From an optimization exercise on the open Yosys and OpenROAD flow, aimed at small area, a short achievable clock period and few clock cycles per item; shortcuts taken in it are not production practice.
Only simulation tests tie the RTL to the original design; equivalence was not proved.

<file path="flow/config.mk">
export PLATFORM = sky130hd
export DESIGN_NAME = turntable_scan_point_converter_unit
export DESIGN_NICKNAME = turntable_scan_point_converter_unit
export VERILOG_FILES = /design/flow/design.v
export SDC_FILE = /design/flow/constraint.sdc
export NUM_CORES = 4
export LEC_CHECK = 0
export CAP_MARGIN = 20
export CORE_MARGIN = 2
export CORE_UTILIZATION = 40
export SLEW_MARGIN = 20
</file>
<file path="flow/constraint.sdc">
create_clock -name core_clock -period 11.0 [get_ports {clk}]
set_input_delay 2.2000 -clock core_clock [delete_from_list [all_inputs] [get_ports {clk}]]
set_output_delay 2.2000 -clock core_clock [all_outputs]
set_load 0.01 [all_outputs]
</file>
<file path="flow/run.sh">
#!/bin/bash
# synth_recipe.tcl (not shown) runs the flow's synth.tcl, then flattens the netlist and writes it again
# the make line also repeats each setting of config.mk as NAME=value (left out here)
make -C /OpenROAD-flow-scripts/flow DESIGN_CONFIG=/design/flow/config.mk WORK_HOME=/design/flow/orfs CLKGATE_MAP_FILE= SYNTH_SCRIPT=/design/flow/synth_recipe.tcl finish
</file>
<file path="flow/design.v">
`timescale 1ns / 1ps
package tsp_pkg;
	localparam int TRIG_ENTRIES_DEF = 128;
	localparam int SAMPLE_BITS_DEF  = 12;
	localparam int SAMPLE_MAX_BITS  = 16;
	localparam int MUL_A_W = 33;
	localparam int MUL_B_W = 18;
	localparam int MUL_P_W = MUL_A_W + MUL_B_W;
	localparam int WIDE_W  = MUL_P_W + 2;
	localparam int CFG_IDX_W   = 3;
	localparam int CFG_DATA_W  = 32;
	localparam int OUT_TDATA_W = 104;
	typedef enum logic [CFG_IDX_W-1:0] {
		CFG_LINE_SLOPE,
		CFG_LINE_OFFSET,
		CFG_CENTER_DISTANCE,
		CFG_MIN_VALID_SAMPLE,
		CFG_MM_PER_TURN,
		CFG_TOWER_STEPS_PER_TURN,
		CFG_MAX_TOWER_STEPS
	} cfg_idx_t;
	typedef enum logic [2:0] {
		ST_IDLE,
		ST_DIST,
		ST_ACC,
		ST_RAD,
		ST_MX,
		ST_MY,
		ST_FIN,
		ST_DONE
	} seq_state_t;
	typedef enum logic [1:0] {
		OP_DIST,
		OP_Z,
		OP_X,
		OP_Y
	} op_sel_t;
	typedef struct packed {
		logic    idle;
		op_sel_t op;
		logic    ld_dist;
		logic    ld_z;
		logic    ld_rad;
		logic    ld_x;
		logic    ld_y;
		logic    load_out;
	} ctrl_t;
	localparam logic [63:0] Q30_ONE     = 64'd1073741824;
	localparam logic [63:0] PI_HALF_Q30 = 64'd1686629713;
	function automatic logic [63:0] series_div(input int k, input logic odd_terms);
		logic [63:0] d;
		case (k)
			0: d = odd_terms ? 64'd210 : 64'd182;
			1: d = odd_terms ? 64'd156 : 64'd132;
			2: d = odd_terms ? 64'd110 : 64'd90;
			3: d = odd_terms ? 64'd72  : 64'd56;
			4: d = odd_terms ? 64'd42  : 64'd30;
			5: d = odd_terms ? 64'd20  : 64'd12;
			default: d = odd_terms ? 64'd6 : 64'd2;
		endcase
		series_div = d;
	endfunction
	function automatic logic [63:0] horner_q30(input logic [63:0] x2, input logic odd_terms);
		logic [63:0] t;
		logic [63:0] sub;
		t = Q30_ONE;
		for (int k = 0; k < 7; k++) begin
			sub = ((x2 * t) >> 30) / series_div(k, odd_terms);
			t = (sub >= Q30_ONE) ? 64'd0 : Q30_ONE - sub;
		end
		horner_q30 = t;
	endfunction
	function automatic logic signed [15:0] trig_q15(input logic [63:0] th,
		input logic want_sin);
		logic [63:0] x2;
		logic [63:0] v;
		logic [63:0] r;
		x2 = (th * th) >> 30;
		if (want_sin)
			v = (th * horner_q30(x2, 1'b1)) >> 30;
		else
			v = horner_q30(x2, 1'b0);
		r = (v + 64'd16384) >> 15;
		if (r > 64'd32767)
			r = 64'd32767;
		trig_q15 = 16'(r);
	endfunction
	function automatic logic signed [31:0] sat_s32(input logic signed [WIDE_W-1:0] v);
		logic signed [31:0] res;
		if (v > WIDE_W'(64'sd2147483647))
			res = 32'sh7FFF_FFFF;
		else if (v < WIDE_W'(-64'sd2147483648))
			res = 32'sh8000_0000;
		else
			res = v[31:0];
		sat_s32 = res;
	endfunction
endpackage
`timescale 1ns / 1ps
module tsp_trig_rom #(
	parameter int TRIG_ENTRIES = tsp_pkg::TRIG_ENTRIES_DEF,
	parameter int IDX_W        = $clog2(TRIG_ENTRIES)
) (
	input  logic [IDX_W-1:0]  idx,
	output logic signed [15:0] sin_val,
	output logic signed [15:0] cos_val
);
	logic signed [15:0] sin_tab [TRIG_ENTRIES];
	logic signed [15:0] cos_tab [TRIG_ENTRIES];
	for (genvar i = 0; i < TRIG_ENTRIES; i++) begin : g_entry
		localparam int unsigned QD = (4 * i) / TRIG_ENTRIES;
		localparam int unsigned RM = (4 * i) % TRIG_ENTRIES;
		localparam logic [63:0] TH = (tsp_pkg::PI_HALF_Q30 * 64'(RM)) / 64'(TRIG_ENTRIES);
		localparam logic signed [15:0] S15 = tsp_pkg::trig_q15(TH, 1'b1);
		localparam logic signed [15:0] C15 = tsp_pkg::trig_q15(TH, 1'b0);
		if (QD == 0) begin : g_q0
			assign sin_tab[i] = S15;
			assign cos_tab[i] = C15;
		end else if (QD == 1) begin : g_q1
			assign sin_tab[i] = C15;
			assign cos_tab[i] = -S15;
		end else if (QD == 2) begin : g_q2
			assign sin_tab[i] = -S15;
			assign cos_tab[i] = -C15;
		end else begin : g_q3
			assign sin_tab[i] = -C15;
			assign cos_tab[i] = S15;
		end
	end
	assign sin_val = sin_tab[idx];
	assign cos_val = cos_tab[idx];
endmodule
`timescale 1ns / 1ps
module tsp_mul #(
	parameter int SAMPLE_BITS = tsp_pkg::SAMPLE_BITS_DEF
) (
	input  logic                                 clk,
	input  tsp_pkg::op_sel_t                     op,
	input  logic signed [31:0]                   slope,
	input  logic [SAMPLE_BITS-1:0]               smp,
	input  logic [30:0]                          mm_turn,
	input  logic [15:0]                          turns,
	input  logic signed [31:0]                   rad,
	input  logic signed [15:0]                   sin_val,
	input  logic signed [15:0]                   cos_val,
	output logic signed [tsp_pkg::MUL_P_W-1:0]   prod_q
);
	logic signed [tsp_pkg::MUL_A_W-1:0] a;
	logic signed [tsp_pkg::MUL_B_W-1:0] b;
	always_comb begin
		case (op)
			tsp_pkg::OP_DIST: begin
				a = tsp_pkg::MUL_A_W'(slope);
				b = signed'(tsp_pkg::MUL_B_W'(smp));
			end
			tsp_pkg::OP_Z: begin
				a = signed'(tsp_pkg::MUL_A_W'(mm_turn));
				b = signed'(tsp_pkg::MUL_B_W'(turns));
			end
			tsp_pkg::OP_X: begin
				a = tsp_pkg::MUL_A_W'(rad);
				b = tsp_pkg::MUL_B_W'(sin_val);
			end
			default: begin
				a = tsp_pkg::MUL_A_W'(rad);
				b = tsp_pkg::MUL_B_W'(cos_val);
			end
		endcase
	end
	always_ff @(posedge clk) begin
		prod_q <= tsp_pkg::MUL_P_W'(a) * tsp_pkg::MUL_P_W'(b);
	end
endmodule
`timescale 1ns / 1ps
module tsp_seq (
	input  logic           clk,
	input  logic           arst_n,
	input  logic           accept,
	input  logic           skip,
	input  logic           out_free,
	output tsp_pkg::ctrl_t ctrl
);
	tsp_pkg::seq_state_t state_q;
	tsp_pkg::seq_state_t state_nxt;
	always_ff @(posedge clk or negedge arst_n) begin
		if (!arst_n) begin
			state_q <= tsp_pkg::ST_IDLE;
		end else begin
			state_q <= state_nxt;
		end
	end
	always_comb begin
		state_nxt     = state_q;
		ctrl          = '0;
		ctrl.op       = tsp_pkg::OP_DIST;
		case (state_q)
			tsp_pkg::ST_IDLE: begin
				ctrl.idle = 1'b1;
				if (accept)
					state_nxt = skip ? tsp_pkg::ST_DONE : tsp_pkg::ST_DIST;
			end
			tsp_pkg::ST_DIST: begin
				ctrl.op   = tsp_pkg::OP_DIST;
				state_nxt = tsp_pkg::ST_ACC;
			end
			tsp_pkg::ST_ACC: begin
				ctrl.ld_dist = 1'b1;
				ctrl.op      = tsp_pkg::OP_Z;
				state_nxt    = tsp_pkg::ST_RAD;
			end
			tsp_pkg::ST_RAD: begin
				ctrl.ld_z   = 1'b1;
				ctrl.ld_rad = 1'b1;
				state_nxt   = tsp_pkg::ST_MX;
			end
			tsp_pkg::ST_MX: begin
				ctrl.op   = tsp_pkg::OP_X;
				state_nxt = tsp_pkg::ST_MY;
			end
			tsp_pkg::ST_MY: begin
				ctrl.ld_x = 1'b1;
				ctrl.op   = tsp_pkg::OP_Y;
				state_nxt = tsp_pkg::ST_FIN;
			end
			tsp_pkg::ST_FIN: begin
				ctrl.ld_y = 1'b1;
				state_nxt = tsp_pkg::ST_DONE;
			end
			tsp_pkg::ST_DONE: begin
				if (out_free) begin
					ctrl.load_out = 1'b1;
					state_nxt     = tsp_pkg::ST_IDLE;
				end
			end
			default: begin
				state_nxt = tsp_pkg::ST_IDLE;
			end
		endcase
	end
endmodule
`timescale 1ns / 1ps
module turntable_scan_point_converter_unit #(
	parameter int TRIG_ENTRIES = tsp_pkg::TRIG_ENTRIES_DEF,
	parameter int SAMPLE_BITS  = tsp_pkg::SAMPLE_BITS_DEF
) (
	input  logic                                clk,
	input  logic                                arst_n,
	input  logic                                s_tvalid,
	output logic                                s_tready,
	input  logic [((SAMPLE_BITS+7)/8)*8-1:0]    s_tdata,   
	input  logic                                s_tuser,   
	output logic                                m_tvalid,
	input  logic                                m_tready,
	output logic [tsp_pkg::OUT_TDATA_W-1:0]     m_tdata,
	output logic                                m_tuser,   
	input  logic                                cfg_valid,
	output logic                                cfg_ready,
	input  logic [tsp_pkg::CFG_IDX_W-1:0]       cfg_index,
	input  logic [tsp_pkg::CFG_DATA_W-1:0]      cfg_data
);
	localparam int IDX_W = $clog2(TRIG_ENTRIES);
	logic signed [31:0] slope_q;
	logic signed [31:0] offset_q;
	logic [30:0]        center_q;
	logic [11:0]        min_q;
	logic [30:0]        mm_turn_q;
	logic [15:0]        tsteps_q;
	logic [31:0]        max_steps_q;
	logic [IDX_W-1:0]   angle_q;
	logic [15:0]        turn_q;
	logic [31:0]        total_q;
	logic                       cmd_q;
	logic                       pv_q;
	logic [SAMPLE_BITS-1:0]     smp_q;
	logic signed [31:0]         dist_q;
	logic signed [31:0]         rad_q;
	logic signed [31:0]         x_q;
	logic signed [31:0]         y_q;
	logic [30:0]                z_q;
	logic                       m_tvalid_q;
	logic                       pv_out_q;
	logic signed [31:0]         x_out_q;
	logic signed [31:0]         y_out_q;
	logic [30:0]                z_out_q;
	logic                       adv_out_q;
	logic                       done_out_q;
	tsp_pkg::ctrl_t                       ctrl;
	logic                                 accept;
	logic                                 smp_ok;
	logic [SAMPLE_BITS-1:0]               smp_in;
	logic signed [15:0]                   sin_val;
	logic signed [15:0]                   cos_val;
	logic signed [tsp_pkg::MUL_P_W-1:0]   prod_q;
	logic signed [tsp_pkg::WIDE_W-1:0]    dist_sum;
	logic signed [tsp_pkg::WIDE_W-1:0]    rad_sum;
	logic signed [tsp_pkg::WIDE_W-1:0]    trig_sum;
	logic signed [tsp_pkg::WIDE_W-1:0]    trig_shift;
	logic [32:0]                          total_sum;
	logic                                 wrap;
	logic [IDX_W-1:0]                     angle_nxt;
	logic [15:0]                          turn_nxt;
	logic [31:0]                          total_nxt;
	assign accept    = s_tvalid && s_tready;
	assign s_tready  = ctrl.idle;
	assign cfg_ready = 1'b1;
	assign smp_in    = s_tdata[SAMPLE_BITS-1:0];
	assign smp_ok    = tsp_pkg::SAMPLE_MAX_BITS'(smp_in) > tsp_pkg::SAMPLE_MAX_BITS'(min_q);
	tsp_seq u_seq (
		.clk      (clk),
		.arst_n   (arst_n),
		.accept   (accept),
		.skip     (s_tuser || !smp_ok),
		.out_free (!m_tvalid_q || m_tready),
		.ctrl     (ctrl)
	);
	tsp_trig_rom #(
		.TRIG_ENTRIES (TRIG_ENTRIES),
		.IDX_W        (IDX_W)
	) u_rom (
		.idx     (angle_q),
		.sin_val (sin_val),
		.cos_val (cos_val)
	);
	tsp_mul #(
		.SAMPLE_BITS (SAMPLE_BITS)
	) u_mul (
		.clk     (clk),
		.op      (ctrl.op),
		.slope   (slope_q),
		.smp     (smp_q),
		.mm_turn (mm_turn_q),
		.turns   (turn_q),
		.rad     (rad_q),
		.sin_val (sin_val),
		.cos_val (cos_val),
		.prod_q  (prod_q)
	);
	always_ff @(posedge clk or negedge arst_n) begin
		if (!arst_n) begin
			slope_q     <= '0;
			offset_q    <= '0;
			center_q    <= '0;
			min_q       <= '0;
			mm_turn_q   <= '0;
			tsteps_q    <= '0;
			max_steps_q <= '0;
		end else if (cfg_valid && cfg_ready) begin
			case (cfg_index)
				tsp_pkg::CFG_LINE_SLOPE:           slope_q     <= cfg_data;
				tsp_pkg::CFG_LINE_OFFSET:          offset_q    <= cfg_data;
				tsp_pkg::CFG_CENTER_DISTANCE:      center_q    <= cfg_data[30:0];
				tsp_pkg::CFG_MIN_VALID_SAMPLE:     min_q       <= cfg_data[11:0];
				tsp_pkg::CFG_MM_PER_TURN:          mm_turn_q   <= cfg_data[30:0];
				tsp_pkg::CFG_TOWER_STEPS_PER_TURN: tsteps_q    <= cfg_data[15:0];
				tsp_pkg::CFG_MAX_TOWER_STEPS:      max_steps_q <= cfg_data;
				default: begin
				end
			endcase
		end
	end
	assign dist_sum   = tsp_pkg::WIDE_W'(prod_q) + tsp_pkg::WIDE_W'(offset_q);
	assign rad_sum    = signed'(tsp_pkg::WIDE_W'(center_q)) - tsp_pkg::WIDE_W'(dist_q);
	assign trig_sum   = tsp_pkg::WIDE_W'(prod_q) + tsp_pkg::WIDE_W'(17'sd16384);
	assign trig_shift = trig_sum >>> 15;
	always_ff @(posedge clk) begin
		if (accept) begin
			cmd_q <= s_tuser;
			pv_q  <= !s_tuser && smp_ok;
			smp_q <= smp_in;
		end
		if (ctrl.ld_dist)
			dist_q <= tsp_pkg::sat_s32(dist_sum);
		if (ctrl.ld_rad)
			rad_q <= tsp_pkg::sat_s32(rad_sum);
		if (ctrl.ld_z)
			z_q <= (prod_q > tsp_pkg::MUL_P_W'(64'sd2147483647)) ? 31'h7FFF_FFFF : prod_q[30:0];
		if (ctrl.ld_x)
			x_q <= tsp_pkg::sat_s32(trig_shift);
		if (ctrl.ld_y)
			y_q <= tsp_pkg::sat_s32(trig_shift);
	end
	assign wrap      = (angle_q == IDX_W'(TRIG_ENTRIES - 1));
	assign total_sum = {1'b0, total_q} + 33'(tsteps_q);
	always_comb begin
		angle_nxt = angle_q;
		turn_nxt  = turn_q;
		total_nxt = total_q;
		if (cmd_q) begin
			angle_nxt = '0;
			turn_nxt  = '0;
			total_nxt = '0;
		end else if (wrap) begin
			angle_nxt = '0;
			turn_nxt  = (turn_q == 16'hFFFF) ? turn_q : turn_q + 16'd1;
			total_nxt = total_sum[32] ? 32'hFFFF_FFFF : total_sum[31:0];
		end else begin
			angle_nxt = angle_q + IDX_W'(1);
		end
	end
	always_ff @(posedge clk or negedge arst_n) begin
		if (!arst_n) begin
			angle_q <= '0;
			turn_q  <= '0;
			total_q <= '0;
		end else if (ctrl.load_out) begin
			angle_q <= angle_nxt;
			turn_q  <= turn_nxt;
			total_q <= total_nxt;
		end
	end
	always_ff @(posedge clk or negedge arst_n) begin
		if (!arst_n) begin
			m_tvalid_q <= 1'b0;
		end else if (ctrl.load_out) begin
			m_tvalid_q <= 1'b1;
		end else if (m_tready) begin
			m_tvalid_q <= 1'b0;
		end
	end
	always_ff @(posedge clk) begin
		if (ctrl.load_out) begin
			pv_out_q   <= pv_q;
			x_out_q    <= pv_q ? x_q : '0;
			y_out_q    <= pv_q ? y_q : '0;
			z_out_q    <= pv_q ? z_q : '0;
			adv_out_q  <= !cmd_q && wrap;
			done_out_q <= total_nxt >= max_steps_q;
		end
	end
	assign m_tvalid = m_tvalid_q;
	assign m_tuser  = pv_out_q;
	assign m_tdata  = {7'd0, done_out_q, adv_out_q, z_out_q, y_out_q, x_out_q};
endmodule
</file>
==> results.cfg <==
[logic_synthesis]
synth-seq-area-share_pct = 28.7
ys_async_sr_fraction_pct = 43.2
ys.flop_type = edfxtp_1
syn_inst = 5556
synth_warnings = 6
yosysTopAreaCell = fa_1
synth_cell_types = 122
synth.avg_cell_area_sq_um = 9.59
synthesis.area_sq_um = 53300
synthTopCellsByArea = fa_1 (21%), edfxtp_1 (15%), dfrtp_1 (12%), ha_1 (6.4%), inv_1 (5.4%)
yosysTopAreaCellShare_pct = 21.1
ys_seq_elements = 567
synth_edf_count = 271

[clock_tree]
cts_tree = done
cts_root_buf = clkbuf_16
clkSinkCount = 567
cts_max_level = 3
clkSlewWorstSetupHoldPaths_ns = 0.06
numCtsBuffers = 69
cts_hold_buf = 0
clk_latency_ns = 0.69
cts_setup_buffers = 0
clockBufferDepth = 3

[floorplanning]
std_cell_rows = 133
core-area_sq_um = 132000
start_util_pct = 40.4
die_h_um = 369
die-area_sq_um = 136000
die_x_um = 369
pin_count = 165

[place]
dp_hpwl_mm = 140
gp_congestion = 0.993
dp.cells = 7555
port-buffer-count = 152

[global_route]
grt_overflow = 0
grt_pass1_wl_mm = 271
grt_pass1_vias = 43800
antenna_found_initial = 1
groute.usage.overall_pct = 26.3
grt_max_degree = 113

[critical_path]
cp_data_required_time_ns = 11.61
worstPathArrival_ns = 11.07
reg2regPathDepth = 38
crit_top_cell = fa_1
critPathMaxStageDelay_ns = 0.84
critPathLaunchType = register
critPathMaxFanout = 12
worstSetupPathType = register to register
critPathCaptureType = register
crit_slowest_cell = o41ai_4

[final_layout]
nNetsFinal = 6761
nFillCells = 12600
instances_no_fill = 7684
final_common_cell = inv_1
drive_above_1_share_pct = 13.4
area_delta_synth_final_pct = 14.8
mostFrequentLayoutCells = inv_1 (761), nand2_1 (586), fa_1 (562), nor2_1 (357), buf_4 (346)

[sta]
finalMaxSlewViolations = 0
period_share_pct = 95.2
fin_tns_setup_ns = 0
period_minus_slack_ns = 10.47
rsz0062_at_grt = false
tightest_slew_ns = 1.09
finalHoldViolations = 0
skew_ns = 0.0348
finalSetupViolCount = 0
max_freq_ghz = 0.0955
max_slew_margin_pct = 26.3

[route]
drc = 0
first_pass_iters = 5
num_vias = 42600
postRouteAntennaNets = 0
dr.first_iter.drc_count = 3908
wl_mm = 176
avgViaCountPerCell = 5.54
wire_per_inst_um = 22.9

[worst_hold_path]
hp-class = register to register
hold_depth = 1

[status]
outcome = no timing/DRC/antenna violations

[job]
max_cap_viol_count = 0
[flip-flops by register name, indices dropped and copies added (netlist names), 32 cells and up]
signal / cells
y_q: 32
u_mul.prod_q: 51
slope_q: 32
x_q: 32
offset_q: 32
max_steps_q: 32
x_out_q: 32
rad_q: 32
y_out_q: 32
total_q: 32
dist_q: 32
[kinds of logic after synthesis]
kind of cell             count (synthesis)  synth area share, %
AO/OA/AOI/OAI                         1007                 12.6
XOR/XNOR                               170                 2.79
adder cells (fa/ha/maj)                833                 27.5
buffers and inverters                 1040                 7.87
flip-flops                             567                 28.7
multiplexers                           204                 4.29
other                                    2               0.0141
AND/OR/NAND/NOR                       1733                 16.3
[cell type report]
class	count	area (sq um)	area share [%]
multi-input cells	3955	34000	55.6
well taps	1755	2200	3.59
clock buffers	91	1860	3.04
repair buffers	514	4440	7.27
diodes	1	2.50	0.00409
flip-flops and latches	567	15300	25.0
clock inverters	37	505	0.826
inverters	764	2870	4.69
[routing by layer]
layer / track usage, % / routed length, um / vias to the layer above
met3: 4.46 / 12000 / 319
met1: 35.7 / 76000 / 21400
met4: 11.2 / 8140 / 0
met5: 0 / 0 / -
li1: - / - / 19300
met2: 41.5 / 79700 / 1539
[synthesized netlist by cell type, types with 62 or more instances]
cell	number
clkbuf_1	169
a21oi_1	240
nand4_1	64
edfxtp_1	271
o21ai_0	190
ha_1	271
inv_1	761
dfrtp_1	245
nand2_1	587
nand2b_1	71
nand3_1	87
xnor2_1	101
o21a_1	62
nor3_1	68
o22ai_1	63
mux2_2	197
and2_1	185
nor2_1	358
a21o_1	85
xor2_1	69
fa_1	562
[stage by stage]
step | cell area, sq um | hold WS (ns) | util [%] | setup WS, ns
2_1_floorplan | 53300 | 0.470 | - | 1.89
3_3_place_gp | 58700 | 0.487 | 44.6 | 0.262
3_5_place_dp | 58700 | 0.493 | 44.6 | 0.323
4_1_cts | 61100 | 0.505 | 46.4 | 0.282
5_1_grt | 61200 | 0.514 | 46.4 | 0.00216
6_report | 61200 | 0.504 | 46.4 | 0.532
[worst max-delay path, delay by kind of cell (launching register included)]
| family | cells | cell delay [ns] |
|---|---|---|
| adders and majority gates | 8 | 3.87 |
| AOI/OAI and AO/OA | 14 | 3.67 |
| and+or+nand+nor | 6 | 1.26 |
| buffers and inverters | 9 | 0.96 |
| DFF | 1 | 0.48 |
| xor gates and xnor gates | 1 | 0.15 |
[path summary, 6_finish.rpt]
kind	from	to	slack [ns]
worst max-delay path	angle_q[0]	u_mul.prod_q[44]	0.53
worst min-delay path	max_steps_q[31]	max_steps_q[31]	0.50
worst max register to register	angle_q[0]	u_mul.prod_q[44]	0.53
worst min register to register	max_steps_q[31]	max_steps_q[31]	0.50
max in group asynchronous	arst_n	offset_q[10]	8.07
min in group asynchronous	arst_n	max_steps_q[12]	1.47
[repair_timing]
action | 4_1_cts | 5_1_grt
endpoints found under the hold margin | 0 | 0
resized for setup | 0 | 13
endpoints found under the setup margin | 0 | 13
Testbench counts, summed over its fixed seeds: cycles 86,636, items 12,000.

[separate check: timing with driven ports]
The results above use ideal ports. As a check the final layout listed here was re-extracted and re-timed, cells and wires unchanged.
Step 1 (the two cells are an assumption about what drives the block):
set clk [get_ports {clk}]
set_driving_cell -lib_cell sky130_fd_sc_hd__clkbuf_16 $clk
set_driving_cell -lib_cell sky130_fd_sc_hd__buf_2 [delete_from_list [all_inputs] $clk]
Step 2 times the ports against the registers' clock, not the clock port: input delays grow and output delays shrink by t, the midpoint of the rising clock arrivals with the driver on.
a / b / c = no drivers / after step 1 / after step 2; a / b = the first two.
t (ns): 0.738
setup slack, ns: 0.532 / 0.532 / 0.532
worst data-port slew with drivers (ns): 0.15
After both steps setup and hold are still met in this run. The setup slack of this run moves by 0.000 ns with the drivers and by 0.000 ns with both steps.
